What follows belongs to an exercise in optimizing a design on an open flow for small area; a production flow would make more cautious choices.
At most, simulation tests tie the RTL to the original design; equivalence was not proved.
No functional check of the RTL was part of run 4.
Power figures rest on the tool's default switching activity, not on a simulated workload.

==> flow/design.v <==
package fpau_pkg;
	typedef logic [32-1:0] fp_word_t;
	typedef enum logic [3:0] {
		OP_SGNJ  = 4'd2,
		OP_SGNJN = 4'd3,
		OP_SGNJX = 4'd4,
		OP_MAX   = 4'd5,
		OP_MIN   = 4'd6,
		OP_EQ    = 4'd7,
		OP_LT    = 4'd8,
		OP_LE    = 4'd9,
		OP_MOV   = 4'd10,
		OP_F2I   = 4'd11,
		OP_I2F   = 4'd12
	} fp_op_e;
endpackage
`timescale 1ns/1ps
module fpau_unit
(
	input  logic [31:0] a,
	input  logic [31:0] b,
	input  logic [3:0]  op,
	input  logic        uns,
	output logic [31:0] y
);
	logic sa, sb;
	assign sa = a[31];
	assign sb = b[31];
	logic lt31, eq, sdiff, klt, ult;
	always_comb
	begin
		lt31 = 1'b0;
		for (int i = 0; i < 31; i++)
			lt31 = (!a[i] && b[i]) || (!(a[i] ^ b[i]) && lt31);
	end
	assign eq    = &(a ~^ b);
	assign sdiff = sa ^ sb;
	assign klt   = sdiff ? sa : lt31;
	assign ult   = sdiff ? sb : lt31;
	logic d_sgnj, d_sgnjn, d_sgnjx, d_max, d_min, d_eq, d_lt, d_le, d_mov, d_f2i, d_i2f;
	assign d_sgnj  = op == 4'd2;
	assign d_sgnjn = op == 4'd3;
	assign d_sgnjx = op == 4'd4;
	assign d_max   = op == 4'd5;
	assign d_min   = op == 4'd6;
	assign d_eq    = op == 4'd7;
	assign d_lt    = op == 4'd8;
	assign d_le    = op == 4'd9;
	assign d_mov   = op == 4'd10;
	assign d_f2i   = op == 4'd11;
	assign d_i2f   = op == 4'd12;
	logic       neg;
	logic [7:0] e;
	logic       e_lt127, e_ge158, e_ge159, f2i_zero;
	logic [4:0] r;
	assign neg = !uns && sa;
	assign e = a[30:23];
	assign e_lt127 = !e[7] && !(&e[6:0]);
	assign e_ge158 = e[7] && (e[6] || e[5] || (&e[4:1]));
	assign e_ge159 = e[7] && (e[6] || e[5] || (&e[4:0]));
	assign f2i_zero = e_lt127 || (uns ? (sa || e_ge159) : e_ge158);
	always_comb
	begin
		logic bw;
		bw = 1'b1;
		for (int k = 0; k < 5; k++)
		begin
			r[k] = !e[k] ^ bw;
			bw = bw && e[k];
		end
	end
	logic [31:0] shin;
	always_comb
		for (int i = 0; i < 32; i++)
			if (i == 0)
				shin[i] = d_f2i || a[0];
			else if (i <= 23)
				shin[i] = d_f2i ? a[23 - i] : a[i];
			else
				shin[i] = !d_f2i && a[i];
	logic [31:0] s4, s3, s2, s1, s0;
	logic [4:0]  lz;
	assign lz[4] = d_f2i ? r[4] : (neg ? &shin[31:16] : ~|shin[31:16]);
	assign s4 = lz[4] ? {shin[15:0], 16'd0} : shin;
	assign lz[3] = d_f2i ? r[3] : (neg ? &s4[31:24] : ~|s4[31:24]);
	assign s3 = lz[3] ? {s4[23:0], 8'd0} : s4;
	assign lz[2] = d_f2i ? r[2] : (neg ? &s3[31:28] : ~|s3[31:28]);
	assign s2 = lz[2] ? {s3[27:0], 4'd0} : s3;
	assign lz[1] = d_f2i ? r[1] : (neg ? &s2[31:30] : ~|s2[31:30]);
	assign s1 = lz[1] ? {s2[29:0], 2'd0} : s2;
	assign lz[0] = d_f2i ? r[0] : (neg ? s1[31] : !s1[31]);
	assign s0 = lz[0] ? {s1[30:0], 1'd0} : s1;
	logic [31:0] nin, nout;
	always_comb
	begin
		logic any;
		for (int i = 0; i < 32; i++)
			nin[i] = d_f2i ? s0[31 - i] : s0[i];
		any = 1'b0;
		for (int i = 0; i < 32; i++)
		begin
			nout[i] = nin[i] ^ (neg && any);
			any = any || nin[i];
		end
	end
	logic       ovf, i2f_zero;
	logic [4:0] lzp1;
	logic [7:0] i2f_exp;
	assign ovf = !nout[31];
	assign i2f_zero = !neg && !nout[31];
	always_comb
	begin
		logic c;
		c = 1'b1;
		for (int k = 0; k < 5; k++)
		begin
			lzp1[k] = lz[k] ^ c;
			c = c && lz[k];
		end
	end
	assign i2f_exp = (&lz && !ovf) ? 8'h7F : {3'b100, ovf ? ~lz : ~lzp1};
	logic pick_b, sel_a, sel_b, sel_f, sel_i;
	assign pick_b = (d_max && klt) || (d_min && !klt);
	assign sel_b = pick_b;
	assign sel_a = d_sgnj || d_sgnjn || d_sgnjx || d_mov || ((d_max || d_min) && !pick_b);
	assign sel_f = d_f2i && !f2i_zero;
	assign sel_i = d_i2f && !i2f_zero;
	always_comb
	begin
		for (int i = 0; i < 31; i++)
			y[i] = (sel_a && a[i]) || (sel_b && b[i]) || (sel_f && nout[i])
				|| (sel_i && (i < 23 ? nout[i + 8] : i2f_exp[i - 23]));
		y[0] = y[0] || (d_eq && eq) || (d_lt && ult) || (d_le && (ult || eq));
		y[31] = (d_sgnj && sb) || (d_sgnjn && !sb) || (d_sgnjx && sdiff)
			|| (((d_max || d_min) && !pick_b || d_mov) && sa) || (sel_b && sb)
			|| (sel_f && nout[31]) || (sel_i && neg);
	end
endmodule
`timescale 1ns/1ps
module fpau_top
(
	input  logic                    pclk,
	input  logic                    rst_n,
	input  logic                    psel,
	input  logic                    penable,
	input  logic                    pwrite,
	input  logic [5-1:0] paddr,
	input  fpau_pkg::fp_word_t      pwdata,
	output fpau_pkg::fp_word_t      prdata,
	output logic                    pready,
	output logic                    pslverr
);
	logic [31:0] opa_q;
	logic [31:0] opb_q;
	logic [3:0]  op_q;
	logic        uns_q;
	logic [31:0] res_q;
	logic        done_q;
	logic access, wr, wr_a, wr_b, launch;
	assign access = psel && penable;
	assign wr     = access && pwrite;
	assign wr_a   = wr && paddr == 5'h00;
	assign wr_b   = wr && paddr == 5'h04;
	assign launch = wr && paddr == 5'h08;
	assign pready  = 1'b1;
	assign pslverr = access && ((paddr[4] && paddr[3:0] != 4'd0)
		|| (pwrite && (paddr == 5'h0C || paddr == 5'h10)));
	logic rd_a, rd_b, rd_c, rd_r, rd_s;
	assign rd_a = paddr == 5'h00;
	assign rd_b = paddr == 5'h04;
	assign rd_c = paddr == 5'h08;
	assign rd_r = paddr == 5'h0C;
	assign rd_s = paddr == 5'h10;
	always_comb
	begin
		prdata = ({32{rd_a}} & opa_q) | ({32{rd_b}} & opb_q) | ({32{rd_r}} & res_q);
		prdata[3:0] = prdata[3:0] | ({4{rd_c}} & op_q);
		prdata[4] = prdata[4] | (rd_c && uns_q);
		prdata[0] = prdata[0] | (rd_s && done_q);
	end
	logic [31:0] result;
	fpau_unit u_unit (
		.a   (opa_q),
		.b   (opb_q),
		.op  (pwdata[3:0]),
		.uns (pwdata[4]),
		.y   (result)
	);
	logic ld_a, hd_a, ld_b, hd_b, ld_r, hd_r;
	assign ld_a = rst_n && wr_a;
	assign hd_a = rst_n && !wr_a;
	assign ld_b = rst_n && wr_b;
	assign hd_b = rst_n && !wr_b;
	assign ld_r = rst_n && launch;
	assign hd_r = rst_n && !launch;
	always_ff @(posedge pclk)
	begin
		opa_q  <= ({32{ld_a}} & pwdata) | ({32{hd_a}} & opa_q);
		opb_q  <= ({32{ld_b}} & pwdata) | ({32{hd_b}} & opb_q);
		res_q  <= ({32{ld_r}} & result) | ({32{hd_r}} & res_q);
		op_q   <= ({4{ld_r}} & pwdata[3:0]) | ({4{hd_r}} & op_q);
		uns_q  <= (ld_r && pwdata[4]) || (hd_r && uns_q);
		done_q <= ld_r || (hd_r && done_q);
	end
endmodule
==> flow/run.sh <==
#!/bin/bash
# synth_recipe.tcl (not shown) runs the flow's synth.tcl, then flattens the netlist and writes it again
# the make line also repeats each setting of config.mk as NAME=value (left out here)
make -C /OpenROAD-flow-scripts/flow DESIGN_CONFIG=/design/flow/config.mk WORK_HOME=/design/flow/orfs CLKGATE_MAP_FILE= SYNTH_SCRIPT=/design/flow/synth_recipe.tcl finish
==> flow/config.mk <==
export PLATFORM = sky130hd
export DESIGN_NAME = fpau_top
export DESIGN_NICKNAME = fpau_top
export VERILOG_FILES = /design/flow/design.v
export SDC_FILE = /design/flow/constraint.sdc
export NUM_CORES = 4
export LEC_CHECK = 0
export ABC_AREA = 1
export CAP_MARGIN = 20
export CORE_MARGIN = 2
export CORE_UTILIZATION = 40
export SLEW_MARGIN = 20
==> flow/constraint.sdc <==
create_clock -name core_clock -period 10.0 [get_ports {pclk}]
set_input_delay 2.0000 -clock core_clock [delete_from_list [all_inputs] [get_ports {pclk}]]
set_output_delay 2.0000 -clock core_clock [all_outputs]
set_load 0.01 [all_outputs]
==> results of run 1 <==
[tightest hold or removal path, cell delays in order, from the launching register on]
cell and delay, ps:
dfxtp_1 320, nand2_1 60, nand2_1 40
[Yosys cell counts, types with 6 or more instances]
library cell  number  area, µm²
nand2_1          438       1644
clkbuf_1          56      210.2
dfxtp_1          102       2042
ha_1              37      462.9
nand4_2            6      75.07
a22o_1            19      166.4
buf_2             15      75.07
xor2_1            27      236.5
o221ai_1          16      140.1
nand4_1           18      112.6
nor2_2            11      68.82
a22oi_1           25      187.7
buf_1              7      26.28
a21oi_1           25      125.1
nand3_2            7      70.07
buf_6              6      67.56
o22ai_1           47      294.0
nor2_1            57      214.0
nand2_2            9      56.30
nand3_1           99      495.5
o21ai_0          204       1021
o211ai_1          33      247.7
inv_1            225      844.6
o21ai_1           17      85.08
inv_2              8      30.03
[per-stage QoR]
stage,area [µm²],hold WS (ps),cells,util [%],worst slack (ps)
2_1_floorplan,9472,419.5,1569,-,2216
3_3_place_gp,10460,439.7,1907,44.85,570.1
3_5_place_dp,10460,440.1,1907,44.85,455.9
4_1_cts,10790,458.9,1923,46.26,827.8
5_1_grt,10820,467.3,1923,46.36,14.47
6_report,10820,460.9,1924,46.37,836.8
[state kept, by name, summed over array words and instances (netlist names)]
name / flops
done_q: 1
op_q: 4
opa_q: 32
opb_q: 32
res_q: 32
uns_q: 1
[metal layers]
metal,wire (µm),global-route usage (%),vias up,share of wire (%)
met5,0,0,-,0
met4,1446,11.90,0,3.8
met3,3171,6.926,70,8.4
met2,16150,46.23,432,43
met1,16880,40.80,4859,45
li1,-,-,5291,-
[power by group]
part / switching (mW) / internal, mW
combinational: 0.227 / 0.0950
clock: 0.189 / 0.209
sequential: 0.000870 / 0.406
total: 0.417 / 0.711
[cell families after synthesis]
family / Yosys count / share of synthesized area, %
AND/OR/NAND/NOR: 668 / 31.26
AO/OA/AOI/OAI: 408 / 25.83
other: 1 / 0.03959
XOR/XNOR: 32 / 2.959
buffers and inverters: 321 / 13.47
flip-flops: 102 / 21.56
adder cells (fa/ha/maj): 37 / 4.888
[worst max path at each step]
stage,slack (ps),from,end,cells past startpoint
6_report,840,pwdata[3],res_q[30],53
5_1_grt,10,pwdata[3],res_q[24],58
4_1_cts,830,pwdata[2],res_q[23],54
3_5_place_dp,460,pwdata[2],res_q[24],54
3_3_place_gp,570,pwdata[2],res_q[24],51
2_1_floorplan,2220,pwdata[0],res_q[30],61
[layout make-up]
cell class	instances	area [µm²]	share of cell area, %
Antenna cell	1	2.502	0.02313
Clock buffer	10	239.0	2.209
Clock inverter	6	91.34	0.8442
Inverter	235	882.1	8.153
Multi-Input combinational cell	1146	6183	57.15
Sequential cell	102	2042	18.87
Tap cell	319	399.1	3.689
Timing Repair Buffer	105	979.7	9.055
[repair_timing]
action | CTS | global route
endpoints found under the setup margin | 0 | 9
setup buffers | 0 | 0
gates resized for setup | 0 | 4
==> impl_metrics.py, run 1 <==
metrics = {
    "sta": {
        "period_share_pct": 91.63,
        "slew_viol_final": 0,
        "hold_viol": 0,
        "period_minus_slack_ps": 9163,
        "finalSetupViolCount": 0,
        "rsz0062_at_grt": "no",
        "max_freq_mhz": 109.1,
        "final.setup.tns_ps": 0,
        "tightest_slew_ps": 977.6,
        "clock_skew_ps": 16.97,
        "max_slew_margin_pct": 34.42,
    },
    "detailed_routing": {
        "dr.pass1.iters": 5,
        "via_per_inst": 5.536,
        "vias": 10650,
        "wire_per_inst_um": 19.57,
        "ant_nets": 0,
        "drt-total-wl_um": 37650,
        "drt_iter0_drc": 996,
        "drc": 0,
    },
    "power": {
        "p_leak_nw": 4.091,
        "power.density_nw_per_um2": 104.2,
        "power_mw": 1.127,
        "ir_drop_mv": 0.09550,
    },
    "clocking": {
        "clock_latency_ps": 370,
        "path_clk_slew_ps": 90,
        "numCtsBuffers": 9,
        "cts_tree": "done",
        "clock_path_buffers": 2,
        "numClockSinks": 102,
        "cts_hold_buffers": 0,
        "cts_root_buf": "clkbuf_16",
        "htree_levels": 3,
    },
    "hold_path": {
        "hold_path_end": "res_q[21]",
        "hp-start": "res_q[21]",
        "hold_depth": 2,
        "hp-class": "reg2reg",
    },
    "synth": {
        "ys_seq_area_share_pct": 21.56,
        "synth_edf_count": 0,
        "synth_nets": 1648,
        "synth_area_um2": 9472,
        "ys_async_sr_fraction_pct": 0,
        "synth_cell_types": 48,
        "syn_avg_cell_area_um2": 6.037,
        "synthCells": 1569,
        "synth-seq-cells": 102,
        "synth_ff_type": "dfxtp_1",
        "yosys_warnings": 2,
    },
    "global_route": {
        "groute.usage.overall_pct": 30.15,
        "grt_pass1_wl_um": 57060,
        "grt_pass1_vias": 9942,
        "antenna_found_initial": 1,
        "grt-ovfl-total": 0,
        "grt_start_max_net_pins": 51,
    },
    "worst_setup_path": {
        "worstPathRequired_ps": 10260,
        "r2r-start": "opa_q[31]",
        "start_kind": "primary input",
        "rr_worst_depth": 52,
        "cp_common_cell": "nand2_1",
        "crit_family": "simple AND/OR/NAND/NOR gates",
        "path_class": "in2reg",
        "r2r-end": "res_q[30]",
        "cp_slowest_cell": "clkdlybuf4s50_1",
        "cp.arrival_ps": 9430,
        "cpPeakStageDelay_ps": 610,
        "ff2ff_setup_slack_ps": 2540,
        "cp.buffers_inverters": 5,
        "end_kind": "register",
        "crit_fanout": 29,
    },
    "floorplan": {
        "pin_count": 76,
        "fp-row-count": 56,
        "die_area_um2": 24930,
        "die_x_um": 157.9,
        "die_h_um": 157.9,
        "core_um2": 23330,
        "start_util_pct": 40.59,
    },
    "finish": {
        "area_growth_pct": 14.23,
        "nFillCells": 2500,
        "num-nets-final": 1678,
        "final_common_cell": "nand2_1",
        "drive_above_1_share_pct": 6.608,
        "final_cell_mix": "437 x nand2_1, 225 x inv_1, 204 x o21ai_0",
    },
    "run": {
        "cap_viol_max_count": 0,
    },
    "status": {
        "status": "finished clean",
    },
    "placed_design": {
        "hpwlAfterDp_um": 29070,
        "routabilityCongestion": 1.020,
        "io_buffers": 74,
    },
}
==> run 2, diff against run 1 <==
--- a/flow/design.v
+++ b/flow/design.v
@@ -158,2 +158,3 @@
 	logic        done_q;
+	logic        pend_q;    
 	logic access, wr, wr_a, wr_b, launch;
@@ -184,4 +185,4 @@
 		.b   (opb_q),
-		.op  (pwdata[3:0]),
-		.uns (pwdata[4]),
+		.op  (op_q),
+		.uns (uns_q),
 		.y   (result)
@@ -193,4 +194,7 @@
 	assign hd_b = rst_n && !wr_b;
-	assign ld_r = rst_n && launch;
-	assign hd_r = rst_n && !launch;
+	logic ld_c, hd_c;
+	assign ld_c = rst_n && launch;
+	assign hd_c = rst_n && !launch;
+	assign ld_r = rst_n && pend_q;
+	assign hd_r = rst_n && !pend_q;
 	always_ff @(posedge pclk)
@@ -200,5 +204,6 @@
 		res_q  <= ({32{ld_r}} & result) | ({32{hd_r}} & res_q);
-		op_q   <= ({4{ld_r}} & pwdata[3:0]) | ({4{hd_r}} & op_q);
-		uns_q  <= (ld_r && pwdata[4]) || (hd_r && uns_q);
-		done_q <= ld_r || (hd_r && done_q);
+		op_q   <= ({4{ld_c}} & pwdata[3:0]) | ({4{hd_c}} & op_q);
+		uns_q  <= (ld_c && pwdata[4]) || (hd_c && uns_q);
+		done_q <= ld_c || (hd_c && done_q);
+		pend_q <= ld_c;
 	end
==> impl_metrics.py, run 2 <==
metrics = {
    "status": {
        "status": "finished clean",
    },
    "finish": {
        "area_growth_pct": 12.54,
        "num-nets-final": 1683,
        "final_common_cell": "nand2_1",
        "final_cell_mix": "439 x nand2_1, 242 x inv_1, 190 x o21ai_0",
        "drive_above_1_share_pct": 6.029,
        "nFillCells": 2546,
        "reg_top3": "opa_q: 32 flops, opb_q: 32 flops, res_q: 32 flops",
    },
    "synth": {
        "syn_avg_cell_area_um2": 6.039,
        "ys_async_sr_fraction_pct": 0,
        "synth_fa_ha_area_share_pct": 4.827,
        "ys_seq_area_share_pct": 21.50,
        "synthMuxAreaShare_pct": 0,
        "synth_ff_type": "dfxtp_1",
        "yosysTopAreaCell": "dfxtp_1",
        "synth_compound_area_share_pct": 24.98,
        "synth_edf_count": 0,
        "synthSimpleGateAreaFrac_pct": 31.91,
        "synth_cell_types": 51,
        "synth_nets": 1667,
        "synth-xor-area-share_pct": 2.648,
        "ys_top_cells_by_count": "439 x nand2_1, 242 x inv_1, 190 x o21ai_0",
        "synthCells": 1588,
        "post-synth-top-count-cell": "nand2_1",
        "synth_top_family_by_area": "simple AND/OR/NAND/NOR gates",
        "synth-seq-cells": 103,
        "synth_top_area_share_pct": 21.50,
        "yosys_warnings": 2,
        "synth_area_um2": 9590,
        "yosys-top-cells-area": "dfxtp_1 22%, nand2_1 17%, o21ai_0 9.9%",
    },
    "worst_setup_path": {
        "crit_fanout": 60,
        "cpPeakStageDelay_ps": 470,
        "path_class": "reg2reg",
        "cp_slowest_cell": "nand2_4",
        "start_kind": "register",
        "cp_common_cell": "nand2_1",
        "cp.arrival_ps": 9150,
        "end_kind": "register",
        "worstPathRequired_ps": 10300,
    },
    "power": {
        "power.density_nw_per_um2": 96.85,
        "p_leak_nw": 4.092,
        "p_int_mw": 0.6835,
        "switching_share_pct": 34.61,
        "power_frac_comb_pct": 23.1,
        "p_seq_share_pct": 39.3,
        "switching_power_mw": 0.3618,
        "p_clk_share_pct": 37.6,
        "ir_drop_mv": 0.07554,
    },
    "global_route": {
        "grt-ovfl-total": 0,
        "grt_pass1_wl_um": 58650,
        "busiest_layer": "met2",
        "use_met1_pct": 42.69,
        "grt_start_max_net_pins": 61,
        "grt_pass1_vias": 9731,
        "groute.usage.overall_pct": 29.92,
        "use_met2_pct": 46.27,
        "antenna_found_initial": 2,
        "use_met3_pct": 4.807,
    },
    "detailed_routing": {
        "dr.pass1.iters": 5,
        "via_per_inst": 5.579,
        "drt_iter0_drc": 1241,
        "wire_per_inst_um": 20.14,
        "vias": 10760,
        "drt-total-wl_um": 38860,
        "ant_nets": 0,
        "drc": 0,
    },
    "sta": {
        "finalSetupViolCount": 0,
        "max_slew_margin_pct": 29.40,
        "hold_viol": 0,
        "period_minus_slack_ps": 8852,
        "clock_skew_ps": 17.46,
        "max_freq_mhz": 113.0,
        "slew_viol_final": 0,
        "hold_ws_ps": 457.9,
        "tightest_slew_ps": 1056,
        "period_share_pct": 88.52,
        "final.setup.tns_ps": 0,
        "rsz0062_at_grt": "no",
    },
    "clocking": {
        "cts_hold_buffers": 0,
        "ctsResizeCount": 0,
        "numCtsBuffers": 9,
        "htree_levels": 3,
        "path_clk_slew_ps": 80,
        "numClockSinks": 103,
        "cts_setup_buffers": 0,
        "cts_root_buf": "clkbuf_16",
        "clock_latency_ps": 360,
        "cts_tree": "done",
        "clock_path_buffers": 2,
    },
    "placed_design": {
        "hpwlAfterDp_um": 29650,
        "io_buffers": 74,
        "routabilityCongestion": 0.9684,
    },
    "hold_path": {
        "hp-class": "reg2reg",
    },
    "floorplan": {
        "die_x_um": 158.8,
        "pin_count": 76,
        "die_area_um2": 25230,
        "die_h_um": 158.8,
        "start_util_pct": 40.86,
        "core_um2": 23470,
        "fp-row-count": 56,
    },
    "run": {
        "cap_viol_max_count": 0,
    },
}
## run 2: changes by cell type after synthesis, sizes merged, moves of 4 or more
| cell | change |
|---|---|
| o21ai | -7 |
| o221ai | -4 |
| clkbuf | -4 |
| a22oi | -6 |
| inv | +18 |
| o22ai | +5 |
| xor2 | -4 |
## run 2: layout make-up
| class | count | area [µm²] | area share (%) |
|---|---|---|---|
| clock buffer | 9 | 225.2 | 2.087 |
| antenna | 1 | 2.502 | 0.02319 |
| sequential | 103 | 2062 | 19.10 |
| tap | 319 | 399.1 | 3.698 |
| clock inverter | 7 | 95.09 | 0.8811 |
| inverter | 253 | 949.7 | 8.799 |
| timing repair buffer | 90 | 860.8 | 7.976 |
| multi-input combinational | 1147 | 6198 | 57.43 |
## run 2: cells by family after synthesis
| group | after synthesis |
|---|---|
| AO/OA/AOI/OAI | 400 |
| XOR/XNOR | 29 |
| adder cells (fa/ha/maj) | 37 |
| buffers and inverters | 338 |
| flip-flops | 103 |
| other | 1 |
| AND/OR/NAND/NOR | 680 |
## run 2: power groups by stage
stage               Combinational, mW  Sequential (mW)  Clock [mW]
global placement                0.237            0.421           0
finish                          0.241            0.411       0.393
global route                    0.270            0.411       0.407
detailed placement              0.237            0.421           0
CTS                             0.238            0.411       0.393
floorplan                       0.187            0.421           0
## run 2: layer usage
metal / up-vias / routed length, µm / part of all wire, %
met5: - / 0 / 0
met2: 458 / 16960 / 44
met1: 4956 / 17590 / 45
met4: 0 / 1056 / 2.7
li1: 5291 / - / -
met3: 57 / 3254 / 8.4
## run 2: path summary, 6_finish.rpt
check | start | end | slack [ps] | cells past startpoint
worst max-delay path | op_q[3] | res_q[29] | 1150 | 53
worst min-delay path | res_q[20] | res_q[20] | 460 | 2
worst max register to register | op_q[3] | res_q[29] | 1150 | 53
worst min register to register | res_q[20] | res_q[20] | 460 | 2
## run 2: worst max-delay path, delay by kind of cell, from the launching register on
| family | cells | cell delay, ps |
|---|---|---|
| buffers and inverters | 6 | 1020 |
| and+or+nand+nor | 41 | 6340 |
| AOI/OAI and AO/OA | 6 | 970 |
| DFF | 1 | 380 |
## run 2: stage by stage
step / power, mW / area, µm² / setup slack (ps) / std cells / util, %
after floorplan: 0.6079 / 9590 / 3880 / 1588 / -
after global placement: 0.6576 / 10470 / 1456 / 1912 / 44.61
after detailed placement: 0.6582 / 10470 / 1306 / 1912 / 44.61
after CTS: 1.042 / 10790 / 1247 / 1928 / 45.97
after global routing: 1.089 / 10790 / 20.93 / 1928 / 45.97
final: 1.045 / 10790 / 1148 / 1929 / 45.98
==> run 3, diff against run 2 <==
--- a/flow/design.v
+++ b/flow/design.v
@@ -31,5 +31,15 @@
 	begin
+		logic glt, geq;
 		lt31 = 1'b0;
-		for (int i = 0; i < 31; i++)
-			lt31 = (!a[i] && b[i]) || (!(a[i] ^ b[i]) && lt31);
+		for (int g = 0; g < 8; g++)
+		begin
+			glt = 1'b0;
+			geq = 1'b1;
+			for (int i = 4 * g; i < 4 * g + 4 && i < 31; i++)
+			begin
+				glt = (!a[i] && b[i]) || (!(a[i] ^ b[i]) && glt);
+				geq = geq && !(a[i] ^ b[i]);
+			end
+			lt31 = glt || (geq && lt31);
+		end
 	end
@@ -99,6 +109,12 @@
 		any = 1'b0;
-		for (int i = 0; i < 32; i++)
-		begin
-			nout[i] = nin[i] ^ (neg && any);
-			any = any || nin[i];
+		for (int g = 0; g < 8; g++)
+		begin
+			logic inner;
+			inner = any;
+			for (int j = 0; j < 4; j++)
+			begin
+				nout[4 * g + j] = nin[4 * g + j] ^ (neg && inner);
+				inner = inner || nin[4 * g + j];
+			end
+			any = any || (|nin[4 * g +: 4]);
 		end
==> flow/flow/run.sh (new file) <==
#!/bin/bash
# Own layout flow: the standard ORFS flow, with
#  - combinational logic mapped by ABC with flow/area.abc (registers come
#    from the unchanged synthesis script, so their names and cells match the
#    standard synthesis; checked below against a reference run),
#  - minimum-size port buffers.
set -euo pipefail
W=$(pwd)
F=$W/flow

# reference: the standard synthesis, in its own work folder
sed -e "s#WORK_HOME=[^ ]*#WORK_HOME=$W/orfs_ref#" standard.sh > std_ref.sh
bash std_ref.sh synth > log_ref_synth.log 2>&1

# own synthesis script: synth_recipe.tcl with ABC's script swapped
{
	echo 'proc abc {args} {'
	echo '  set i [lsearch -exact $args -script]'
	echo '  if {$i >= 0} { lset args [expr {$i + 1}] $::env(OWN_ABC_SCRIPT) }'
	echo '  yosys abc {*}$args'
	echo '}'
	cat synth_recipe.tcl
} > own_synth.tcl
export OWN_ABC_SCRIPT=$F/area.abc
sed -e "s#SYNTH_SCRIPT=[^ ]*#SYNTH_SCRIPT=$W/own_synth.tcl#" standard.sh > own.sh

EXTRA=(
	"BUFFER_PORTS_ARGS=-buffer_cell sky130_fd_sc_hd__buf_1"
)
bash own.sh "${EXTRA[@]}" synth > log_own_synth.log 2>&1

# the registers must be the standard synthesis's: same names, same cells
R=orfs_ref/results/sky130hd/fpau_top/base/1_2_yosys.v
O=orfs/results/sky130hd/fpau_top/base/1_2_yosys.v
grep -E '^\s*sky130_fd_sc_hd__(df|edf|sdf)' $R | awk '{print $1, $2}' | sort > regs_ref.txt
grep -E '^\s*sky130_fd_sc_hd__(df|edf|sdf)' $O | awk '{print $1, $2}' | sort > regs_own.txt
if ! cmp -s regs_ref.txt regs_own.txt; then
	echo "register mismatch with the standard synthesis" | tee log_regcheck.log
	exit 1
fi
echo "registers match: $(wc -l < regs_own.txt)" > log_regcheck.log

bash own.sh "${EXTRA[@]}" finish > log_own_finish.log 2>&1
==> flow/flow/area.abc (new file) <==
strash
ifraig
balance
 rewrite
 refactor
 balance
 rewrite
 rewrite -z
 balance
 refactor -z
 rewrite -z
 balance
dch -f
map -a
strash
dch -f
amap -F 10 -A 50
topo
==> flow/standard.sh (new file) <==
#!/bin/bash
# synth_recipe.tcl (not shown) runs the flow's synth.tcl, then flattens the netlist and writes it again
# the make line also repeats each setting of config.mk as NAME=value (left out here)
make -C /OpenROAD-flow-scripts/flow DESIGN_CONFIG=/design/flow/config.mk WORK_HOME=/design/flow/orfs CLKGATE_MAP_FILE= SYNTH_SCRIPT=/design/flow/synth_recipe.tcl "${@:-finish}"
removed: flow/run.sh
==> impl_metrics.py, run 3 <==
metrics = {
    "status": {
        "status": "finished clean",
    },
    "detailed_routing": {
        "drt-total-wl_um": 32230,
        "wl_met2_um": 13750,
        "vias": 9357,
        "top_layer": "met4",
        "drt_iter0_drc": 827,
        "dr.pass1.iters": 6,
        "wire_per_inst_um": 22.40,
        "drc": 0,
        "dr_wl_met3_um": 3081,
        "ant_nets": 0,
        "wl_met1_um": 14180,
        "via_per_inst": 6.502,
    },
    "power": {
        "p_seq_share_pct": 37.7,
        "switching_power_mw": 0.3589,
        "ir_drop_mv": 0.09138,
        "power_frac_comb_pct": 25.2,
        "power.density_nw_per_um2": 116.3,
        "p_clk_share_pct": 37.1,
        "switching_share_pct": 32.94,
        "p_leak_nw": 2.992,
        "p_int_mw": 0.7305,
    },
    "synth": {
        "synth_nets": 1126,
        "synth_ff_type": "dfxtp_1",
        "synth_cell_types": 47,
        "ys_async_sr_fraction_pct": 0,
        "synth_edf_count": 0,
        "ys_seq_area_share_pct": 27.44,
        "ys_top_cells_by_count": "252 x o22ai_1, 172 x clkinv_1, 103 x dfxtp_1",
        "post-synth-top-count-cell": "o22ai_1",
        "yosysTopAreaCell": "dfxtp_1",
        "yosys-top-cells-area": "dfxtp_1 27%, o22ai_1 21%, clkinv_1 8.6%",
        "synthCells": 1047,
        "synth-seq-cells": 103,
        "synth_top_area_share_pct": 27.44,
        "syn_avg_cell_area_um2": 7.176,
        "yosys_warnings": 2,
        "synth_area_um2": 7513,
    },
    "sta": {
        "max_freq_mhz": 103.9,
        "hold_viol": 0,
        "finalSetupViolCount": 0,
        "period_share_pct": 96.21,
        "rsz0062_at_grt": "yes",
        "max_slew_margin_pct": 28.07,
        "slew_viol_final": 0,
        "period_minus_slack_ps": 9621,
        "hold_ws_ps": 469.7,
        "clock_skew_ps": 10.80,
        "tightest_slew_ps": 1079,
    },
    "finish": {
        "num-nets-final": 1279,
        "drive_above_1_share_pct": 12.86,
        "final_common_cell": "o22ai_1",
        "final_cell_mix": "234 x o22ai_1, 159 x clkinv_1, 101 x dfxtp_1",
        "reg_top3": "opa_q: 32 flops, opb_q: 32 flops, res_q: 32 flops",
        "nFillCells": 1875,
        "area_growth_pct": 24.66,
        "design_area_um2": 9366,
        "antenna_cells": 0,
    },
    "placed_design": {
        "routabilityCongestion": 1.049,
        "io_buffers": 74,
        "hpwlAfterDp_um": 24230,
        "place_area_um2": 8698,
    },
    "hold_path": {
        "hold_depth": 2,
        "hp-class": "reg2reg",
    },
    "run": {
        "cap_viol_max_count": 0,
    },
    "global_route": {
        "groute.usage.overall_pct": 31.47,
        "grt_pass1_vias": 8183,
        "grt-ovfl-total": 0,
        "grt_start_max_net_pins": 39,
        "grt_pass1_wl_um": 48380,
        "antenna_found_initial": 1,
    },
    "clocking": {
        "numCtsBuffers": 9,
        "cts_root_buf": "clkbuf_16",
        "clock_path_buffers": 2,
        "clock_latency_ps": 370,
        "cts_hold_buffers": 0,
        "htree_levels": 3,
        "numClockSinks": 103,
        "path_clk_slew_ps": 80,
        "cts_tree": "done",
    },
    "floorplan": {
        "pin_count": 76,
        "die_h_um": 141.1,
        "core_um2": 18580,
        "die_area_um2": 19900,
        "start_util_pct": 40.44,
        "fp-row-count": 50,
        "die_x_um": 141.1,
    },
    "worst_setup_path": {
        "crit_fanout": 23,
        "ff2ff_setup_slack_ps": 380,
        "end_kind": "register",
        "cp.arrival_ps": 9850,
        "crit_family": "compound AO/OA/AOI/OAI gates",
        "cp.buffers_inverters": 8,
        "cp_slowest_cell": "or4_1",
        "worstPathRequired_ps": 10230,
        "worstSetupPathDepth": 50,
        "cpPeakStageDelay_ps": 540,
        "path_class": "reg2reg",
        "start_kind": "register",
        "rr_worst_depth": 50,
        "cp_common_cell": "o21ai_2",
    },
}
[run 3: layout make-up]
type | instances | area (µm²) | area share [%]
timing repair buffer | 140 | 825.8 | 8.816
sequential | 103 | 2067 | 22.07
timing repair inverter | 1 | 6.256 | 0.06679
inverter | 172 | 676.9 | 7.227
clock buffer | 10 | 239.0 | 2.551
multi-input combinational | 773 | 5166 | 55.16
clock inverter | 6 | 92.59 | 0.9885
tap | 234 | 292.8 | 3.126
[run 3: worst paths after layout]
path,end,start
max,res_q[23],op_q[0]
min,res_q[11],res_q[11]
max reg2reg,res_q[23],op_q[0]
min reg2reg,res_q[11],res_q[11]
[run 3: cells by family (layout without fill, tap and decap cells)]
group	after synthesis	in the layout	share of synthesized area, %
other cells	1	1	0.04991
simple gates	244	244	14.42
fa+ha+maj	37	37	6.161
compound gates	489	491	43.23
flops	103	103	27.44
buf+inv	173	329	8.693
[run 3: routing by layer]
metal	GRT usage [%]	vias to the layer above
li1	-	4450
met1	45.62	4344
met2	47.45	490
met3	4.789	73
met4	11.16	0
met5	0	-
[run 3: tightest hold or removal path: stages, from the launching register on]
cell	delay, ps
dfxtp_1	310
clkinv_1	40
o22ai_1	70
[run 3: timing repair]
action | 4_1_cts | 5_1_grt
pin swaps | 1 | 13
gates cloned | 0 | 3
endpoints found under the setup margin | 4 | 16
gates resized for setup | 0 | 33
buffers inserted | 4 | 15
[run 3: power groups by stage]
| stage | logic [mW] | registers (mW) | clock network [mW] |
|---|---|---|---|
| 2_1_floorplan | 0.166 | 0.420 | 0 |
| 3_3_place_gp | 0.248 | 0.421 | 0 |
| 3_5_place_dp | 0.246 | 0.421 | 0 |
| 4_1_cts | 0.247 | 0.411 | 0.404 |
| 5_1_grt | 0.294 | 0.411 | 0.418 |
| 6_report | 0.275 | 0.411 | 0.404 |
[run 3: stage by stage]
stage	TNS (ps)	utilization [%]	worst slack, ps	power (mW)	instances
3_3_place_gp	0	46.81	235.8	0.6685	1400
6_report	0	50.41	378.7	1.089	1439
3_5_place_dp	0	46.81	26.07	0.6666	1400
5_1_grt	-514.6	50.41	-131.0	1.123	1439
4_1_cts	0	48.83	213.9	1.062	1420
2_1_floorplan	-162960	-	-5808	0.5864	1047
==> run 4, diff against run 3 <==
--- a/flow/design.v
+++ b/flow/design.v
@@ -17,3 +17,3 @@
 `timescale 1ns/1ps
-module fpau_unit
+module fpau_unit_a
 (
@@ -62,11 +62,4 @@
 	logic       neg;
-	logic [7:0] e;
-	logic       e_lt127, e_ge158, e_ge159, f2i_zero;
 	logic [4:0] r;
 	assign neg = !uns && sa;
-	assign e = a[30:23];
-	assign e_lt127 = !e[7] && !(&e[6:0]);
-	assign e_ge158 = e[7] && (e[6] || e[5] || (&e[4:1]));
-	assign e_ge159 = e[7] && (e[6] || e[5] || (&e[4:0]));
-	assign f2i_zero = e_lt127 || (uns ? (sa || e_ge159) : e_ge158);
 	always_comb
@@ -77,4 +70,4 @@
 		begin
-			r[k] = !e[k] ^ bw;
-			bw = bw && e[k];
+			r[k] = !a[23 + k] ^ bw;
+			bw = bw && a[23 + k];
 		end
@@ -102,2 +95,42 @@
 	assign s0 = lz[0] ? {s1[30:0], 1'd0} : s1;
+	logic pick_b, sel_a, sel_b;
+	assign pick_b = (d_max && klt) || (d_min && !klt);
+	assign sel_b = pick_b;
+	assign sel_a = d_sgnj || d_sgnjn || d_sgnjx || d_mov || ((d_max || d_min) && !pick_b);
+	always_comb
+	begin
+		for (int i = 0; i < 31; i++)
+			y[i] = (sel_a && a[i]) || (sel_b && b[i]) || ((d_f2i || (d_i2f && i >= 8)) && s0[i]);
+		y[7] = y[7] || (d_i2f && (|s0[7:0]));
+		for (int i = 0; i < 5; i++)
+			y[i] = y[i] || (d_i2f && lz[i]);
+		y[0] = y[0] || (d_eq && eq) || (d_lt && ult) || (d_le && (ult || eq));
+		y[31] = (d_sgnj && sb) || (d_sgnjn && !sb) || (d_sgnjx && sdiff)
+			|| (((d_max || d_min) && !pick_b || d_mov) && sa) || (sel_b && sb)
+			|| ((d_f2i || d_i2f) && s0[31]);
+	end
+endmodule
+module fpau_unit_b
+(
+	input  logic [31:0] s,      
+	input  logic [31:0] a,
+	input  logic [3:0]  op,
+	input  logic        uns,
+	output logic        conv,   
+	output logic [31:0] y
+);
+	logic d_f2i, d_i2f;
+	assign d_f2i = op == 4'd11;
+	assign d_i2f = op == 4'd12;
+	assign conv = d_f2i || d_i2f;
+	logic       sa, neg;
+	logic [7:0] e;
+	logic       e_lt127, e_ge158, e_ge159, f2i_zero;
+	assign sa = a[31];
+	assign neg = !uns && sa;
+	assign e = a[30:23];
+	assign e_lt127 = !e[7] && !(&e[6:0]);
+	assign e_ge158 = e[7] && (e[6] || e[5] || (&e[4:1]));
+	assign e_ge159 = e[7] && (e[6] || e[5] || (&e[4:0]));
+	assign f2i_zero = e_lt127 || (uns ? (sa || e_ge159) : e_ge158);
 	logic [31:0] nin, nout;
@@ -107,3 +140,6 @@
 		for (int i = 0; i < 32; i++)
-			nin[i] = d_f2i ? s0[31 - i] : s0[i];
+			if (i < 7)
+				nin[i] = d_f2i && s[31 - i];
+			else
+				nin[i] = d_f2i ? s[31 - i] : s[i];
 		any = 1'b0;
@@ -121,2 +157,3 @@
 	end
+	logic [4:0] lz;
 	logic       ovf, i2f_zero;
@@ -124,4 +161,5 @@
 	logic [7:0] i2f_exp;
+	assign lz = s[4:0];
 	assign ovf = !nout[31];
-	assign i2f_zero = !neg && !nout[31];
+	assign i2f_zero = !neg && !s[31];
 	always_comb
@@ -137,6 +175,3 @@
 	assign i2f_exp = (&lz && !ovf) ? 8'h7F : {3'b100, ovf ? ~lz : ~lzp1};
-	logic pick_b, sel_a, sel_b, sel_f, sel_i;
-	assign pick_b = (d_max && klt) || (d_min && !klt);
-	assign sel_b = pick_b;
-	assign sel_a = d_sgnj || d_sgnjn || d_sgnjx || d_mov || ((d_max || d_min) && !pick_b);
+	logic sel_f, sel_i;
 	assign sel_f = d_f2i && !f2i_zero;
@@ -146,8 +181,4 @@
 		for (int i = 0; i < 31; i++)
-			y[i] = (sel_a && a[i]) || (sel_b && b[i]) || (sel_f && nout[i])
-				|| (sel_i && (i < 23 ? nout[i + 8] : i2f_exp[i - 23]));
-		y[0] = y[0] || (d_eq && eq) || (d_lt && ult) || (d_le && (ult || eq));
-		y[31] = (d_sgnj && sb) || (d_sgnjn && !sb) || (d_sgnjx && sdiff)
-			|| (((d_max || d_min) && !pick_b || d_mov) && sa) || (sel_b && sb)
-			|| (sel_f && nout[31]) || (sel_i && neg);
+			y[i] = (sel_f && nout[i]) || (sel_i && (i < 23 ? nout[i + 8] : i2f_exp[i - 23]));
+		y[31] = (sel_f && nout[31]) || (sel_i && neg);
 	end
@@ -197,9 +228,19 @@
 	end
-	logic [31:0] result;
-	fpau_unit u_unit (
+	logic [31:0] res_a;
+	logic [31:0] res_b;
+	logic        conv_b;
+	fpau_unit_a u_unit_a (
 		.a   (opa_q),
 		.b   (opb_q),
-		.op  (op_q),
-		.uns (uns_q),
-		.y   (result)
+		.op  (pwdata[3:0]),
+		.uns (pwdata[4]),
+		.y   (res_a)
+	);
+	fpau_unit_b u_unit_b (
+		.s    (res_q),
+		.a    (opa_q),
+		.op   (op_q),
+		.uns  (uns_q),
+		.conv (conv_b),
+		.y    (res_b)
 	);
@@ -213,4 +254,6 @@
 	assign hd_c = rst_n && !launch;
-	assign ld_r = rst_n && pend_q;
-	assign hd_r = rst_n && !pend_q;
+	logic fin_r;
+	assign fin_r = rst_n && pend_q && conv_b;
+	assign ld_r = rst_n && launch;
+	assign hd_r = rst_n && !launch && !(pend_q && conv_b);
 	always_ff @(posedge pclk)
@@ -219,3 +262,3 @@
 		opb_q  <= ({32{ld_b}} & pwdata) | ({32{hd_b}} & opb_q);
-		res_q  <= ({32{ld_r}} & result) | ({32{hd_r}} & res_q);
+		res_q  <= ({32{ld_r}} & res_a) | ({32{fin_r}} & res_b) | ({32{hd_r}} & res_q);
 		op_q   <= ({4{ld_c}} & pwdata[3:0]) | ({4{hd_c}} & op_q);
--- a/flow/flow/run.sh
+++ b/flow/flow/run.sh
@@ -28,2 +28,3 @@
 	"BUFFER_PORTS_ARGS=-buffer_cell sky130_fd_sc_hd__buf_1"
+	"CTS_ARGS=-sink_clustering_enable -repair_clock_nets -dont_use_dummy_load -buf_list sky130_fd_sc_hd__clkbuf_8"
 )
==> impl_metrics.py, run 4 <==
metrics = {
    "status": {
        "status": "finished clean",
    },
    "global_route": {
        "grt_start_max_net_pins": 35,
        "groute.usage.overall_pct": 31.71,
        "grt_pass1_vias": 8409,
        "grt-ovfl-total": 0,
        "grt_pass1_wl_um": 49670,
        "use_met3_pct": 5.667,
        "busiest_layer": "met2",
        "use_met2_pct": 48.65,
        "antenna_found_initial": 0,
        "use_met1_pct": 46.28,
    },
    "finish": {
        "area_growth_pct": 16.84,
        "num-nets-final": 1243,
        "final_common_cell": "o22ai_1",
        "reg_top3": "opa_q: 32 flops, opb_q: 32 flops, res_q: 32 flops",
        "final_cell_mix": "181 x o22ai_1, 161 x clkinv_1, 103 x dfxtp_1",
        "stdcell_count": 1422,
        "drive_above_1_share_pct": 6.627,
        "antenna_cells": 0,
    },
    "worst_setup_path": {
        "r2r-end": "res_q[23]",
        "cp.buffers_inverters": 12,
        "crit_fanout": 29,
        "r2r-start": "op_q[2]",
        "crit_start": "pwdata[3]",
        "cpPeakStageDelay_ps": 370,
        "cp.arrival_ps": 9680,
        "crit_family": "compound AO/OA/AOI/OAI gates",
        "end_kind": "register",
        "critPathCapture": "res_q[7]",
        "worstPathRequired_ps": 10280,
        "worstSetupPathDepth": 42,
        "cp_slowest_cell": "a222oi_1",
        "path_class": "in2reg",
        "start_kind": "primary input",
        "ff2ff_setup_slack_ps": 1830,
        "rr_worst_depth": 40,
    },
    "clocking": {
        "cts_root_buf": "clkbuf_8",
        "path_clk_slew_ps": 100,
        "numClockSinks": 103,
        "htree_levels": 3,
        "clock_latency_ps": 400,
        "clock_path_buffers": 2,
        "cts_tree": "done",
        "numCtsBuffers": 9,
    },
    "floorplan": {
        "die_area_um2": 20430,
        "die_x_um": 142.9,
        "pin_count": 76,
        "fp-row-count": 50,
        "die_h_um": 142.9,
        "core_um2": 18830,
        "start_util_pct": 41.00,
    },
    "synth": {
        "synth-xor-area-share_pct": 0,
        "synth_top_area_share_pct": 26.71,
        "ys_top_cells_by_count": "195 x o22ai_1, 168 x clkinv_1, 103 x dfxtp_1",
        "yosys_warnings": 3,
        "synth_edf_count": 0,
        "synthMuxAreaShare_pct": 0,
        "synth_area_um2": 7720,
        "synth-seq-cells": 103,
        "synth_nets": 1132,
        "synthCells": 1053,
        "synth_compound_area_share_pct": 44.65,
        "synth_cell_types": 43,
        "post-synth-top-count-cell": "o22ai_1",
        "syn_avg_cell_area_um2": 7.331,
        "synth_ff_type": "dfxtp_1",
        "synth_fa_ha_area_share_pct": 5.997,
        "synth_top_family_by_area": "compound AO/OA/AOI/OAI gates",
        "yosys-top-cells-area": "dfxtp_1 27%, o22ai_1 16%, clkinv_1 8.2%",
        "synthSimpleGateAreaFrac_pct": 14.33,
        "ys_async_sr_fraction_pct": 0,
        "ys_seq_area_share_pct": 26.71,
        "yosysTopAreaCell": "dfxtp_1",
    },
    "power": {
        "p_leak_nw": 2.784,
        "power.density_nw_per_um2": 113.1,
        "power_mw": 1.020,
        "ir_drop_mv": 0.06563,
    },
    "detailed_routing": {
        "vias": 9422,
        "drt-total-wl_um": 32700,
        "dr.pass1.iters": 10,
        "drc": 0,
        "wire_per_inst_um": 22.99,
        "drt_iter0_drc": 1128,
        "ant_nets": 0,
        "via_per_inst": 6.626,
    },
    "sta": {
        "period_share_pct": 94.02,
        "final.setup.tns_ps": 0,
        "slew_viol_final": 0,
        "period_minus_slack_ps": 9402,
        "tightest_slew_ps": 1068,
        "max_slew_margin_pct": 28.36,
        "rsz0062_at_grt": "no",
        "finalSetupViolCount": 0,
        "max_freq_mhz": 106.4,
        "hold_viol": 0,
        "clock_skew_ps": 24.41,
    },
    "placed_design": {
        "dp_cells": 1409,
        "io_buffers": 74,
        "hpwlAfterDp_um": 24100,
        "routabilityCongestion": 1.020,
    },
    "hold_path": {
        "hp-class": "reg2reg",
    },
    "run": {
        "cap_viol_max_count": 0,
    },
}
## run 4: cell types whose count changed after synthesis, moves of 6 or more
cell | previous run | this run
o21a_1 | 7 | 0
nor2_1 | 93 | 80
o22a_1 | 23 | 39
o21ai_0 | 48 | 65
nand2_1 | 68 | 87
a222oi_1 | 10 | 40
a211oi_1 | 14 | 1
or2_0 | 11 | 17
nor3_1 | 25 | 17
o22ai_1 | 252 | 195
a221oi_1 | 16 | 1
a21o_1 | 2 | 8
o221ai_1 | 31 | 67
## run 4: cells by family after synthesis
family,Yosys count
AOI/OAI and AO/OA,496
adders and majority gates,37
buffers and inverters,169
DFF,103
other,1
and+or+nand+nor,247
## run 4: layout make-up
class | count | area [µm²]
clock buffers | 9 | 123.9
multi-input cells | 781 | 5301
well taps | 260 | 325.3
repair buffers | 101 | 516.7
fillers | 1977 | 9811
inverters | 168 | 690.7
flip-flops and latches | 103 | 2062
## run 4: repair_timing
item                                    CTS  global route
hold buffers                              0             0
buffers inserted                          0             3
endpoints found under the setup margin    0            11
gates resized for setup                   0             1
## run 4: how the worst min path moves through the flow
| stage | start | endpoint | slack (ps) | depth (start not counted) |
|---|---|---|---|---|
| floorplan | done_q | done_q | 430 | 2 |
| global placement | done_q | done_q | 460 | 2 |
| detailed placement | done_q | done_q | 460 | 2 |
| CTS | done_q | done_q | 470 | 2 |
| global route | done_q | done_q | 500 | 2 |
| finish | done_q | done_q | 470 | 2 |
## run 4: worst min-delay path, stage by stage (launching register included)
cell and delay [ps]:
dfxtp_1 330, nand2_1 60, nand2_1 50
## run 4: power breakdown
| group | internal (mW) | switching, mW | leakage (nW) | total, mW |
|---|---|---|---|---|
| Combinational | 0.113 | 0.263 | 1.89 | 0.376 |
| Clock | 0.0815 | 0.151 | 0.0647 | 0.233 |
| Sequential | 0.411 | 0.000798 | 0.829 | 0.411 |
| Total | 0.605 | 0.415 | 2.78 | 1.02 |
## run 4: per-stage QoR
step / cell area (µm²) / util (%) / hold slack, ps / worst slack, ps
2_1_floorplan: 8011 / - / 426.9 / -897.5
3_3_place_gp: 8830 / 46.89 / 458.6 / 288.0
3_5_place_dp: 8830 / 46.89 / 458.9 / 177.4
4_1_cts: 8954 / 47.55 / 473.6 / 589.9
5_1_grt: 9020 / 47.90 / 503.0 / 20.43
6_report: 9020 / 47.90 / 474.9 / 598.4
## run 4: layer usage
metal  vias to the layer above  routed length (µm)
li1                       4441                   -
met1                      4446               14320
met2                       497               14530
met3                        38                3404
met4                         0                 441
met5                         -                   0
==> run 5, diff against run 4 <==
--- a/flow/design.v
+++ b/flow/design.v
@@ -102,3 +102,4 @@
 		for (int i = 0; i < 31; i++)
-			y[i] = (sel_a && a[i]) || (sel_b && b[i]) || ((d_f2i || (d_i2f && i >= 8)) && s0[i]);
+			y[i] = (sel_a && a[i]) || (sel_b && b[i]) || (d_f2i && s0[31 - i])
+				|| (d_i2f && i >= 8 && s0[i]);
 		y[7] = y[7] || (d_i2f && (|s0[7:0]));
@@ -109,3 +110,3 @@
 			|| (((d_max || d_min) && !pick_b || d_mov) && sa) || (sel_b && sb)
-			|| ((d_f2i || d_i2f) && s0[31]);
+			|| (d_f2i && s0[0]) || (d_i2f && s0[31]);
 	end
@@ -140,6 +141,3 @@
 		for (int i = 0; i < 32; i++)
-			if (i < 7)
-				nin[i] = d_f2i && s[31 - i];
-			else
-				nin[i] = d_f2i ? s[31 - i] : s[i];
+			nin[i] = (i >= 7 || d_f2i) && s[i];
 		any = 1'b0;
==> flow/flow/area.abc (replaced) <==
strash
ifraig
dc2
dch -f
map -a
strash
dch -f
map -a
strash
dch -f
amap -F 10 -A 50
topo
==> impl_metrics.py, run 5 <==
metrics = {
    "status": {
        "status": "finished clean",
    },
    "worst_setup_path": {
        "cp_slowest_cell": "a222oi_1",
        "cp_common_cell": "o22ai_1",
        "crit_fanout": 44,
        "cp.arrival_ps": 9600,
        "start_kind": "primary input",
        "r2r-start": "opa_q[31]",
        "crit_start": "pwdata[1]",
        "end_kind": "register",
        "cpPeakStageDelay_ps": 440,
        "ff2ff_setup_slack_ps": 1080,
        "path_class": "in2reg",
        "worstPathRequired_ps": 10280,
    },
    "synth": {
        "yosys_warnings": 3,
        "synth_cell_types": 46,
        "synth_ff_type": "dfxtp_1",
        "synth_edf_count": 0,
        "synth_area_um2": 7640,
        "ys_async_sr_fraction_pct": 0,
        "ys_seq_area_share_pct": 26.99,
        "synth-seq-cells": 103,
        "syn_avg_cell_area_um2": 7.339,
        "synth_top_area_share_pct": 26.99,
        "yosys-top-cells-area": "dfxtp_1 27%, o22ai_1 17%, clkinv_1 9.9%",
        "post-synth-top-count-cell": "o22ai_1",
        "yosysTopAreaCell": "dfxtp_1",
        "ys_top_cells_by_count": "212 x o22ai_1, 201 x clkinv_1, 103 x dfxtp_1",
        "synthCells": 1041,
        "synth_nets": 1120,
    },
    "finish": {
        "multi_input_area_um2": 4971,
        "antenna_cells": 0,
        "num-nets-final": 1228,
        "seqCellArea_um2": 2062,
        "reg_top3": "opa_q: 32 flops, opb_q: 32 flops, res_q: 32 flops",
        "final_cell_mix": "201 x o22ai_1, 196 x clkinv_1, 103 x dfxtp_1",
        "final_common_cell": "o22ai_1",
        "design_area_um2": 8705,
        "nFillCells": 1941,
        "area_growth_pct": 13.94,
        "drive_above_1_share_pct": 5.580,
    },
    "clocking": {
        "clock_latency_ps": 400,
        "cts_root_buf": "clkbuf_8",
        "cts_hold_buffers": 0,
        "numCtsBuffers": 9,
        "htree_levels": 3,
        "cts_tree": "done",
        "clock_path_buffers": 2,
        "numClockSinks": 103,
        "path_clk_slew_ps": 100,
    },
    "power": {
        "p_clk_share_pct": 20.2,
        "power_frac_comb_pct": 43.1,
        "switching_share_pct": 42.04,
        "p_seq_share_pct": 36.8,
        "ir_drop_mv": 0.07370,
        "power_mw": 1.120,
        "p_int_mw": 0.6491,
        "p_leak_nw": 2.758,
        "power.density_nw_per_um2": 128.7,
        "switching_power_mw": 0.4709,
    },
    "detailed_routing": {
        "vias": 9452,
        "dr.pass1.iters": 9,
        "drc": 0,
        "wire_per_inst_um": 24.33,
        "drt-total-wl_um": 33590,
        "ant_nets": 0,
        "drt_iter0_drc": 1910,
        "via_per_inst": 6.844,
    },
    "sta": {
        "max_freq_mhz": 107.3,
        "finalSetupViolCount": 0,
        "period_share_pct": 93.20,
        "final.setup.tns_ps": 0,
        "period_minus_slack_ps": 9320,
        "clock_skew_ps": 29.04,
        "max_slew_margin_pct": 35.46,
        "tightest_slew_ps": 959.3,
        "slew_viol_final": 0,
        "hold_viol": 0,
    },
    "global_route": {
        "grt_start_max_net_pins": 47,
        "grt_pass1_vias": 8548,
        "grt_pass1_wl_um": 50650,
        "antenna_found_initial": 0,
        "groute.usage.overall_pct": 32.81,
        "grt-ovfl-total": 0,
    },
    "floorplan": {
        "core_um2": 18710,
        "pin_count": 76,
        "fp-row-count": 50,
        "start_util_pct": 40.84,
        "die_x_um": 142.2,
        "die_area_um2": 20220,
        "die_h_um": 142.2,
    },
    "hold_path": {
        "hp-start": "done_q",
        "hp-class": "reg2reg",
    },
    "placed_design": {
        "routabilityCongestion": 0.9892,
        "hpwlAfterDp_um": 25100,
        "place_area_um2": 8572,
        "io_buffers": 74,
    },
    "run": {
        "cap_viol_max_count": 0,
    },
}
[run 5: cell count changes after synthesis, sizes merged, moves of 10 or more]
cell    delta
nor2      -24
clkinv    +33
nand2     -28
o22ai     +17
a222oi    +33
o22a      -18
o21ai     +20
or2       -10
o221ai    -47
[run 5: stage by stage]
stage | cells | hold slack (ps) | util, % | setup WS (ps)
after floorplan | 1041 | 427.0 | - | -7502
after global placement | 1372 | 447.7 | 45.83 | 297.3
final | 1381 | 465.2 | 46.54 | 679.7
after detailed placement | 1372 | 453.6 | 45.83 | 233.4
after global routing | 1381 | 499.4 | 46.54 | -1.997
after CTS | 1381 | 469.4 | 46.49 | 639.6
[run 5: worst max-delay path, delay by kind of cell]
kind / cells / cell delay [ps]
AOI/OAI and AO/OA: 18 / 3650
buffers and inverters: 10 / 2050
and+or+nand+nor: 11 / 1830
[run 5: repair_timing]
item / CTS / global route
resized for setup: 0 / 5
setup buffers: 0 / 0
setup endpoints to repair: 0 / 24
[run 5: final timing paths]
kind,end,cells after the start
setup reg to reg,res_q[27],57
hold / removal,done_q,2
hold reg to reg,done_q,2
setup / recovery,res_q[4],39
[run 5: power groups by stage]
stage / sequential [mW] / clock, mW / combinational [mW]
6_report: 0.412 / 0.226 / 0.482
5_1_grt: 0.412 / 0.240 / 0.518
4_1_cts: 0.412 / 0.230 / 0.459
3_5_place_dp: 0.421 / 0 / 0.458
3_3_place_gp: 0.421 / 0 / 0.462
2_1_floorplan: 0.421 / 0 / 0.325
[run 5: logic make-up after synthesis]
kind of cell	after synthesis	synth area share (%)
fa+ha+maj	37	6.060
buf+inv	202	9.974
simple gates	202	12.55
compound gates	496	44.38
other cells	1	0.04908
flops	103	26.99
[run 5: layout make-up]
| type | count | area share (%) |
|---|---|---|
| clock buffer | 9 | 1.423 |
| inverter | 201 | 9.099 |
| multi-input combinational | 736 | 57.11 |
| sequential | 103 | 23.69 |
| tap | 234 | 3.364 |
| timing repair buffer | 98 | 5.318 |
[run 5: layer usage]
metal / wire, µm / global-route usage (%)
met5: 0 / 0
met4: 1285 / 12.58
met3: 3647 / 6.561
met2: 14480 / 49.71
met1: 14190 / 45.88
==> run 6, diff against run 5 <==
--- a/flow/design.v
+++ b/flow/design.v
@@ -74,2 +74,4 @@
 	end
+	logic sh_f2i;
+	assign sh_f2i = !op[2];
 	logic [31:0] shin;
@@ -78,18 +80,18 @@
 			if (i == 0)
-				shin[i] = d_f2i || a[0];
+				shin[i] = sh_f2i || a[0];
 			else if (i <= 23)
-				shin[i] = d_f2i ? a[23 - i] : a[i];
+				shin[i] = sh_f2i ? a[23 - i] : a[i];
 			else
-				shin[i] = !d_f2i && a[i];
+				shin[i] = !sh_f2i && a[i];
 	logic [31:0] s4, s3, s2, s1, s0;
 	logic [4:0]  lz;
-	assign lz[4] = d_f2i ? r[4] : (neg ? &shin[31:16] : ~|shin[31:16]);
+	assign lz[4] = sh_f2i ? r[4] : (neg ? &shin[31:16] : ~|shin[31:16]);
 	assign s4 = lz[4] ? {shin[15:0], 16'd0} : shin;
-	assign lz[3] = d_f2i ? r[3] : (neg ? &s4[31:24] : ~|s4[31:24]);
+	assign lz[3] = sh_f2i ? r[3] : (neg ? &s4[31:24] : ~|s4[31:24]);
 	assign s3 = lz[3] ? {s4[23:0], 8'd0} : s4;
-	assign lz[2] = d_f2i ? r[2] : (neg ? &s3[31:28] : ~|s3[31:28]);
+	assign lz[2] = sh_f2i ? r[2] : (neg ? &s3[31:28] : ~|s3[31:28]);
 	assign s2 = lz[2] ? {s3[27:0], 4'd0} : s3;
-	assign lz[1] = d_f2i ? r[1] : (neg ? &s2[31:30] : ~|s2[31:30]);
+	assign lz[1] = sh_f2i ? r[1] : (neg ? &s2[31:30] : ~|s2[31:30]);
 	assign s1 = lz[1] ? {s2[29:0], 2'd0} : s2;
-	assign lz[0] = d_f2i ? r[0] : (neg ? s1[31] : !s1[31]);
+	assign lz[0] = sh_f2i ? r[0] : (neg ? s1[31] : !s1[31]);
 	assign s0 = lz[0] ? {s1[30:0], 1'd0} : s1;
@@ -123,5 +125,5 @@
 	logic d_f2i, d_i2f;
-	assign d_f2i = op == 4'd11;
-	assign d_i2f = op == 4'd12;
-	assign conv = d_f2i || d_i2f;
+	assign conv = op == 4'd11 || op == 4'd12;
+	assign d_f2i = !op[2];
+	assign d_i2f = op[2];
 	logic       sa, neg;
--- a/flow/flow/run.sh
+++ b/flow/flow/run.sh
@@ -5,3 +5,5 @@
 #    standard synthesis; checked below against a reference run),
-#  - minimum-size port buffers.
+#  - no half/full adder extraction (ABC maps those gates too),
+#  - minimum-size port buffers,
+#  - clock tree of clkbuf_8 without dummy loads.
 set -euo pipefail
@@ -28,2 +30,3 @@
 	"BUFFER_PORTS_ARGS=-buffer_cell sky130_fd_sc_hd__buf_1"
+	"ADDER_MAP_FILE="
 	"CTS_ARGS=-sink_clustering_enable -repair_clock_nets -dont_use_dummy_load -buf_list sky130_fd_sc_hd__clkbuf_8"
--- a/flow/flow/area.abc
+++ b/flow/flow/area.abc
@@ -3,2 +3,5 @@
 dc2
+&get -n
+&deepsyn -T 60
+&put
 dch -f
==> impl_metrics.py, run 6 <==
metrics = {
    "clocking": {
        "cts_tree": "done",
        "clock_path_buffers": 2,
        "ctsResizeCount": 0,
        "cts_setup_buffers": 0,
        "cts_hold_buffers": 0,
        "path_clk_slew_ps": 110,
        "cts_root_buf": "clkbuf_8",
        "clock_latency_ps": 420,
        "htree_levels": 3,
        "numClockSinks": 103,
        "numCtsBuffers": 9,
    },
    "finish": {
        "drive_above_1_share_pct": 3.894,
        "area_growth_pct": 12.71,
        "final_common_cell": "clkinv_1",
        "antenna_cells": 0,
        "num-nets-final": 1174,
        "reg_top3": "opa_q: 32 flops, opb_q: 32 flops, res_q: 32 flops",
        "final_cell_mix": "194 x clkinv_1, 141 x o22ai_1, 103 x dfxtp_1",
        "nFillCells": 1918,
    },
    "synth": {
        "ys_seq_area_share_pct": 28.34,
        "synth_top_area_share_pct": 28.34,
        "syn_avg_cell_area_um2": 7.126,
        "synth_ff_type": "dfxtp_1",
        "synthCells": 1021,
        "yosysTopAreaCell": "dfxtp_1",
        "yosys-top-cells-area": "dfxtp_1 28%, o22ai_1 12%, clkinv_1 10%",
        "yosys_warnings": 3,
        "post-synth-top-count-cell": "clkinv_1",
        "synth_nets": 1063,
        "synth_edf_count": 0,
        "ys_top_cells_by_count": "196 x clkinv_1, 143 x o22ai_1, 103 x dfxtp_1",
        "synth_area_um2": 7276,
        "ys_async_sr_fraction_pct": 0,
        "synth_cell_types": 40,
        "synth-seq-cells": 103,
    },
    "status": {
        "status": "finished clean",
    },
    "detailed_routing": {
        "drc": 0,
        "dr.pass1.iters": 12,
        "via_per_inst": 7.347,
        "top_layer": "met4",
        "wire_per_inst_um": 29.29,
        "ant_nets": 0,
        "vias": 9984,
        "drt_iter0_drc": 2359,
        "wl_met2_um": 16050,
        "drt-total-wl_um": 39810,
        "wl_met1_um": 15830,
        "dr_wl_met3_um": 5668,
    },
    "power": {
        "p_int_mw": 0.5214,
        "p_seq_share_pct": 55.0,
        "power_frac_comb_pct": 14.1,
        "power.density_nw_per_um2": 91.42,
        "p_clk_share_pct": 31.0,
        "switching_share_pct": 30.46,
        "power_mw": 0.7497,
        "switching_power_mw": 0.2283,
        "ir_drop_mv": 0.07228,
        "p_leak_nw": 2.430,
    },
    "global_route": {
        "antenna_found_initial": 0,
        "grt_start_max_net_pins": 34,
        "grt_pass1_vias": 8823,
        "grt_pass1_wl_um": 57350,
        "groute.usage.overall_pct": 39.47,
        "grt-ovfl-total": 0,
    },
    "sta": {
        "finalSetupViolCount": 0,
        "tightest_slew_ps": 1135,
        "max_freq_mhz": 107.7,
        "max_slew_margin_pct": 24.03,
        "period_share_pct": 92.89,
        "slew_viol_final": 0,
        "final.setup.tns_ps": 0,
        "period_minus_slack_ps": 9289,
        "setup_slack_ps": 711.3,
        "clock_skew_ps": 36.67,
        "hold_viol": 0,
        "rsz0062_at_grt": "no",
    },
    "worst_setup_path": {
        "crit_fanout": 26,
        "cp.arrival_ps": 9610,
        "worstPathRequired_ps": 10330,
        "cp_common_cell": "clkinv_1",
        "path_class": "in2reg",
        "end_kind": "register",
        "start_kind": "primary input",
        "cpPeakStageDelay_ps": 670,
        "cp_slowest_cell": "o41ai_1",
    },
    "floorplan": {
        "fp-row-count": 49,
        "pin_count": 76,
        "die_area_um2": 19280,
        "die_h_um": 138.9,
        "core_um2": 17900,
        "start_util_pct": 40.64,
        "die_x_um": 138.9,
    },
    "hold_path": {
        "hp-class": "reg2reg",
    },
    "placed_design": {
        "dp_slack_ps": 675.7,
        "io_buffers": 74,
        "hpwlAfterDp_um": 29810,
        "routabilityCongestion": 1.050,
    },
    "run": {
        "cap_viol_max_count": 0,
    },
}
run 6: changes by cell type after synthesis, moves of 6 or more:
cell      delta
nand4_1      -6
a22oi_1      +8
o22ai_1     -69
o221a_1     +12
ha_1        -37
nand2b_1     +9
o21ai_0      -6
nor2_1      +45
a21o_1      -10
o31ai_1      +6
o221ai_1    +21
o211ai_1     +6
o22a_1       -9
a21oi_1     +22
run 6: metrics by stage:
stage	hold WS (ps)	cells	utilization [%]	area, µm²
2_1_floorplan	426.7	1021	-	7302
3_3_place_gp	442.4	1350	45.11	8077
3_5_place_dp	450.5	1350	45.11	8077
4_1_cts	466.4	1359	45.81	8200
5_1_grt	531.3	1359	45.81	8200
6_report	464.2	1359	45.81	8200
run 6: worst max-delay path, delay by kind of cell:
| kind | cells | cell delay (ps) |
|---|---|---|
| AND/OR/NAND/NOR | 12 | 2120 |
| buffers and inverters | 12 | 2330 |
| AO/OA/AOI/OAI | 14 | 3180 |
run 6: power groups by stage:
stage               registers, mW  logic [mW]  clock network (mW)
floorplan                   0.421      0.0610                   0
global placement            0.421       0.101                   0
detailed placement          0.421       0.100                   0
CTS                         0.412       0.100               0.229
global route                0.412       0.111               0.244
finish                      0.412       0.106               0.232
run 6: cells by family after synthesis:
group                  share of synthesized area, %
DFF                                           28.34
AOI/OAI and AO/OA                             47.84
buffers and inverters                         10.22
and+or+nand+nor                               13.55
other                                       0.05154
run 6: worst paths after layout:
kind         slack [ps]       from        end  cells after the start
max                 710  pwdata[4]  res_q[30]                     38
min                 460     done_q     done_q                      2
max reg2reg        1240  opa_q[23]  res_q[30]                     38
min reg2reg         460     done_q     done_q                      2
run 6: metal layers:
| layer | vias up | track usage, % |
|---|---|---|
| li1 | 4279 | - |
| met1 | 4621 | 55.61 |
| met2 | 930 | 56.11 |
| met3 | 154 | 10.26 |
| met4 | 0 | 18.55 |
| met5 | - | 0 |
run 6: cell type report:
| type | count | area (µm²) | area share, % |
|---|---|---|---|
| Multi-Input combinational cell | 721 | 4509 | 54.99 |
| Clock buffer | 9 | 123.9 | 1.511 |
| Timing Repair Buffer | 101 | 480.5 | 5.859 |
| Inverter | 196 | 738.2 | 9.002 |
| Sequential cell | 103 | 2062 | 25.14 |
| Tap cell | 229 | 286.5 | 3.494 |

[re-timing with driven ports]
No port has a modelled driver above. Below, the same layouts with a new extraction and two added sets of constraints.
Step 1 (the two cells are an assumption about what drives the block):
set clk [get_ports {pclk}]
set_driving_cell -lib_cell sky130_fd_sc_hd__clkbuf_16 $clk
set_driving_cell -lib_cell sky130_fd_sc_hd__buf_2 [delete_from_list [all_inputs] $clk]
Step 2 also shifts input and output timing later by t, the mid clock arrival at the registers, as if the neighbouring blocks saw the same clock.
a / b / c = ideal ports / drivers / drivers and shift; a / b = the first two.
run	shift t [ns]	setup WS [ns]	worst hold slack (ns)
run 1	0.406	0.837 / 0.859 / 0.453	0.461 / 0.461 / 0.461
run 2	0.401	1.148 / 1.148 / 1.148	0.458 / 0.458 / 0.458
run 3	0.406	0.379 / 0.379 / 0.379	0.470 / 0.470 / 0.470
run 4	0.428	0.598 / 0.614 / 0.186	0.475 / 0.475 / 0.475
run 5	0.427	0.680 / 0.689 / 0.261	0.465 / 0.465 / 0.465
run 6	0.439	0.711 / 0.726 / 0.287	0.464 / 0.464 / 0.464
After both steps every run listed still meets setup and hold. The setup slack of run 6, which loses most, moves by +0.015 ns with the drivers and by -0.424 ns with both steps.
